Source: an optimization exercise on an open RTL-to-GDS flow (aim: small area). Production flows keep margins and buffers that such runs may drop. Only simulation tests tie the RTL to the original design; equivalence was not proved. No activity file was given, so power comes from the tool's default toggle rates.

--- flow/design.v ---
package regfile_pkg;
    localparam int XLEN_DEF = 32;
    localparam int NREG_DEF = 32;
    localparam int AW_DEF   = $clog2(NREG_DEF);
    typedef logic [AW_DEF-1:0]   reg_idx_t;
    typedef logic [XLEN_DEF-1:0] xword_t;
    localparam int unsigned ZERO_REG = 0;
endpackage
module regfile_scoreboard
#(
    parameter int NREG = regfile_pkg::NREG_DEF,
    parameter int AW   = $clog2(NREG)
) (
    input  logic            clk,
    input  logic            rst_n,
    input  logic            wen,
    input  logic [AW-1:0]   dsel,
    input  logic            resv_en,
    input  logic [AW-1:0]   resv_sel,
    output logic [NREG-1:0] busy,
    output logic            resv_err
);
    logic [NREG-1:0] busy_q;
    logic [NREG-1:0] busy_nxt;
    logic            err_q;
    logic            err_nxt;
    logic            wr_ok;
    logic            rv_ok;
    logic            rv_collide;
    assign wr_ok = wen && (dsel != AW'(regfile_pkg::ZERO_REG));
    assign rv_ok = resv_en && (resv_sel != AW'(regfile_pkg::ZERO_REG));
    assign rv_collide = rv_ok && busy_q[resv_sel] && !(wr_ok && (dsel == resv_sel));
    always_comb begin
        busy_nxt = busy_q;
        err_nxt  = err_q;
        if (wr_ok) begin
            busy_nxt[dsel] = 1'b0;
        end
        if (rv_ok) begin
            busy_nxt[resv_sel] = 1'b1;
        end
        if (rv_collide) begin
            err_nxt = 1'b1;
        end
        busy_nxt[0] = 1'b0;
    end
    always_ff @(posedge clk) begin
        if (!rst_n) begin
            busy_q <= '0;
            err_q  <= 1'b0;
        end else begin
            busy_q <= busy_nxt;
            err_q  <= err_nxt;
        end
    end
    assign busy     = busy_q;
    assign resv_err = err_q;
endmodule
module regfile_sb
#(
    parameter int XLEN  = regfile_pkg::XLEN_DEF,
    parameter int NREG  = regfile_pkg::NREG_DEF,
    parameter int NREAD = 2,
    parameter int AW    = $clog2(NREG)
) (
    input  logic                  clk,
    input  logic                  rst_n,
    input  logic                  wen,
    input  logic [AW-1:0]         dsel,
    input  logic [XLEN-1:0]       d,
    input  logic [NREAD*AW-1:0]   rsel,
    output logic [NREAD*XLEN-1:0] rdata,
    output logic [NREAD-1:0]      rbusy,
    input  logic                  resv_en,
    input  logic [AW-1:0]         resv_sel,
    output logic                  resv_err
);
    logic [XLEN-1:0] regs [NREG];
    logic [NREG-1:0] busy;
    logic            wr_ok;
    assign wr_ok = wen && (dsel != AW'(regfile_pkg::ZERO_REG));
    always_ff @(posedge clk) begin
        if (!rst_n) begin
            for (int k = 0; k < NREG; k++) begin
                regs[k] <= '0;
            end
        end else if (wr_ok) begin
            regs[dsel] <= d;
        end
    end
    regfile_scoreboard #(
        .NREG (NREG),
        .AW   (AW)
    ) u_sb (
        .clk      (clk),
        .rst_n    (rst_n),
        .wen      (wen),
        .dsel     (dsel),
        .resv_en  (resv_en),
        .resv_sel (resv_sel),
        .busy     (busy),
        .resv_err (resv_err)
    );
    for (genvar i = 0; i < NREAD; i++) begin : g_rd
        logic [AW-1:0]   sel;
        logic [XLEN-1:0] rd_val;
        logic            rd_busy;
        assign sel = rsel[i*AW +: AW];
        always_comb begin
            rd_val  = regs[sel];
            rd_busy = busy[sel];
            if (wr_ok && (dsel == sel)) begin
                rd_busy = 1'b0;
                if (!(resv_en && (resv_sel == sel))) begin
                    rd_val = d;
                end
            end
            if (sel == AW'(regfile_pkg::ZERO_REG)) begin
                rd_val  = '0;
                rd_busy = 1'b0;
            end
        end
        assign rdata[i*XLEN +: XLEN] = rd_val;
        assign rbusy[i]              = rd_busy;
    end
endmodule
--- flow/run.sh ---
#!/bin/bash
# synth_recipe.tcl (not shown) runs the flow's synth.tcl, then flattens the netlist and writes it again
# the make line also repeats each setting of config.mk as NAME=value (left out here)
make -C /OpenROAD-flow-scripts/flow DESIGN_CONFIG=/design/flow/config.mk WORK_HOME=/design/flow/orfs CLKGATE_MAP_FILE= SYNTH_SCRIPT=/design/flow/synth_recipe.tcl finish
--- flow/config.mk ---
export PLATFORM = sky130hd
export DESIGN_NAME = regfile_sb
export DESIGN_NICKNAME = regfile_sb
export VERILOG_FILES = /design/flow/design.v
export SDC_FILE = /design/flow/constraint.sdc
export NUM_CORES = 4
export LEC_CHECK = 0
export CAP_MARGIN = 20
export CORE_MARGIN = 2
export CORE_UTILIZATION = 40
export SLEW_MARGIN = 20
--- flow/constraint.sdc ---
create_clock -name core_clock -period 7.0 [get_ports {clk}]
set_input_delay 1.4000 -clock core_clock [delete_from_list [all_inputs] [get_ports {clk}]]
set_output_delay 1.4000 -clock core_clock [all_outputs]
set_load 0.01 [all_outputs]
==> run notes <==
[registers in the layout, indices dropped and copies added (netlist names)]
name,cells
regs,1024
u_sb.busy_q,31
u_sb.err_q,1
[report_power, final]
part / switching, W / total, W / internal [W]
clock: 0.00264 / 0.00585 / 0.00322
combinational: 0.00149 / 0.00244 / 0.000949
sequential: 0.000169 / 0.00743 / 0.00726
[how the worst min path moves through the flow]
stage	endpoint	from	cells after the start
3_5_place_dp	u_sb.err_q$_SDFFE_PN0P_	u_sb.err_q$_SDFFE_PN0P_	2
2_1_floorplan	u_sb.busy_q[16]$_SDFF_PN0_	u_sb.busy_q[16]$_SDFF_PN0_	2
3_3_place_gp	u_sb.err_q$_SDFFE_PN0P_	u_sb.err_q$_SDFFE_PN0P_	2
6_report	u_sb.err_q$_SDFFE_PN0P_	u_sb.err_q$_SDFFE_PN0P_	2
4_1_cts	u_sb.err_q$_SDFFE_PN0P_	u_sb.err_q$_SDFFE_PN0P_	2
5_1_grt	u_sb.err_q$_SDFFE_PN0P_	u_sb.err_q$_SDFFE_PN0P_	2
[through the flow]
stage / cell area, sq um / utilization [%] / std cells
after floorplan: 58200 / - / 4328
final: 66000 / 45.5 / 6284
after global routing: 66000 / 45.5 / 6282
after CTS: 65900 / 45.5 / 6281
after detailed placement: 62400 / 43.0 / 6081
after global placement: 62400 / 43.0 / 6081
[area by class of cell]
type / instances / area (sq um) / share of cell area [%]
diodes: 2 / 5.00 / 0.00759
clock buffers: 144 / 3010 / 4.56
clock inverters: 56 / 495 / 0.751
inverters: 36 / 135 / 0.205
multi-input cells: 2683 / 24800 / 37.6
flip-flops and latches: 1056 / 31400 / 47.6
well taps: 1917 / 2400 / 3.64
repair buffers: 390 / 3700 / 5.61
[critical path, cell delays in order]
cell and delay (ns):
clkdlybuf4s50_1 0.64, clkinv_1 0.39, nand3b_1 0.31, buf_12 0.27, o22ai_1 0.15, nor4_1 0.90
buf_4 0.24, a22o_1 0.12, clkdlybuf4s50_1 0.55
[metal layers]
layer	wire length [um]	up-vias	share of wire, %
li1	-	17400	-
met1	82000	22300	38
met2	95400	3219	44
met3	28500	545	13
met4	10100	10	4.7
met5	63	-	0.029
[placed cells by master (no fill, tap or decap), types with 33 or more instances in the layout]
cell             instances
nand2_1                 72
clkdlybuf4s50_1        113
a21oi_1                 34
nor4_1                  34
mux2i_1                185
edfxtp_1              1024
and2_1                 227
mux2_2                 101
o21ai_0                 41
nor2_1                  42
mux4_2                 410
clkbuf_16              115
inv_1                   33
buf_4                  234
nor3_1                 809
o22ai_1                128
o221ai_1               100
buf_12                  37
a221oi_1                77
[cells by family (layout without fill, tap and decap cells)]
group / Yosys count / in the layout / share of synthesized area (%)
adders and majority gates: 9 / 9 / 0.193
muxes: 696 / 696 / 21.0
other: 0 / 2 / 0
DFF: 1056 / 1056 / 53.9
buffers and inverters: 589 / 626 / 4.45
xor gates and xnor gates: 31 / 31 / 0.505
and+or+nand+nor: 1357 / 1357 / 12.4
AOI/OAI and AO/OA: 590 / 590 / 7.51
==> results.yml <==
grt:
  grt_busiest_layer: "met2"
  antenna_found_initial: 11
  grt_max_degree: 88
  gr-total-overflow: 0
  grt_use_met2_pct: 42.8
  met3_usage_pct: 8.01
  track_usage_pct: 28.7
  grt_pass1_vias: 42000
  grt_pass1_wl_um: 308000
  grtUsageMet1_pct: 39.3
logic_synthesis:
  syn_area_per_cell_sq_um: 13.5
  yosys-top-cells-area: "edfxtp_1 (53%), mux4_2 (16%), nor3_1 (7.0%), mux2i_1 (3.2%), clkbuf_1 (2.5%)"
  ys_top_cells_by_count: "edfxtp_1 (1,024), nor3_1 (810), mux4_2 (410)"
  synth-seq-cells: 1056
  synthCells: 4328
  synth_top_area_cell: "edfxtp_1"
  yosysSeqAreaShare_pct: 53.9
  syn-num-nets: 4393
  yosys_warnings: 2
  synth-edff-count: 1024
  netlist_area_sq_mm: 0.0582
  yosys.cell_count.top_type: "edfxtp_1"
  synth.distinct_cells: 60
  synth_ff_type: "edfxtp_1"
  netlist.area_leader.share_pct: 52.8
  synthArstFlopShare_pct: 0
finish:
  final_nets: 4346
  drive_gt1_share_pct: 24.0
  area_growth_pct: 13.3
  n_fill_cell: 12900
critical_path:
  startpoint: "rsel[8]"
  start_kind: "input port"
  cp_max_fo: 25
  r2r_slack_ns: 5.34
  r2r_cells: 4
  regToRegStartpoint: "u_sb.busy_q[19]$_SDFF_PN0_"
  crit_end: "rdata[44]"
  critPathKind: "in2out"
  worstPathRequired_ns: 5.60
  cp.arrival_ns: 5.01
  end_kind: "output port"
  r2r_end: "u_sb.err_q$_SDFFE_PN0P_"
sta:
  fin_hold_ws_ns: 0.457
  fmax_mhz: 156
  finalCritPeriodShare_pct: 91.6
  setup_viol: 0
  fin_ws_ns: 0.588
  grt_setup_unrepaired: "no"
  hold_viol_final: 0
  fin_skew_ns: 0.00749
  slew_viol_final: 0
  slew_headroom_pct: 21.9
  setup_tns_ns: 0
  worst_pin_slew_ns: 1.17
  period_minus_slack_ns: 6.41
drt:
  post_drt_wl_per_cell_um: 34.4
  drt_iter0_drc: 6243
  detail-route-antenna-nets: 0
  drc: 0
  via_per_inst: 6.92
  first_pass_iters: 6
  vias: 43500
  wirelength_um: 216000
placement:
  gp_congestion: 0.891
  dp_hpwl_um: 134000
  port_buffers: 122
  dp_slack_ns: 0.754
die:
  fp-row-count: 140
  die-area_sq_mm: 0.149
  die_h_um: 386
  core-area_sq_mm: 0.145
  ios: 123
  initial_core_util_pct: 40.1
  die_w_um: 386
pwr:
  static-leakage-power_nw: 20.7
  ir_drop_mv: 0.203
  finalPower_w: 0.0157
  power_density_mw_per_mm2: 238
clocking:
  cts_buffers: 114
  cts_tree: "yes"
  cts_setup_buffers: 0
  cts_buffer_depth: 3
  path_clk_slew_ns: 0.06
  cts_resized: 0
  cts_root_buf: "clkbuf_16"
  cts.sinks: 1056
  clkLatencyLatePin_ns: 0.76
  htreeDepth: 3
  ctsHoldBuffers: 0
min_path:
  hold_path_class: "reg2reg"
status:
  outcome: "complete, no violations"
job:
  maxCapViolCount: 0

==> re-timing with driven ports <==
How much do the figures lean on ideal ports? The routed layout below was timed once more, with nothing changed but the port constraints.
Step 1 assumes that a clkbuf_16 drives the clock port and a buf_2 every other input.
Step 2 adds t to the input delays and takes it off the output delays; t is the mean of the earliest and latest rising clock arrival at the registers after step 1. Input paths then give back, and output paths get back, about the clock's delay inside the block.
Slacks: ideal ports / drivers / drivers and shift; pairs: ideal ports / drivers.
t (ns): 0.822
slack for setup (ns): 0.588 / 0.553 / 0.553
hold WS [ns]: 0.457 / 0.457 / 0.457
After both steps this run still meets setup and hold. The setup slack of this run moves by -0.035 ns with the drivers and by -0.035 ns with both steps.
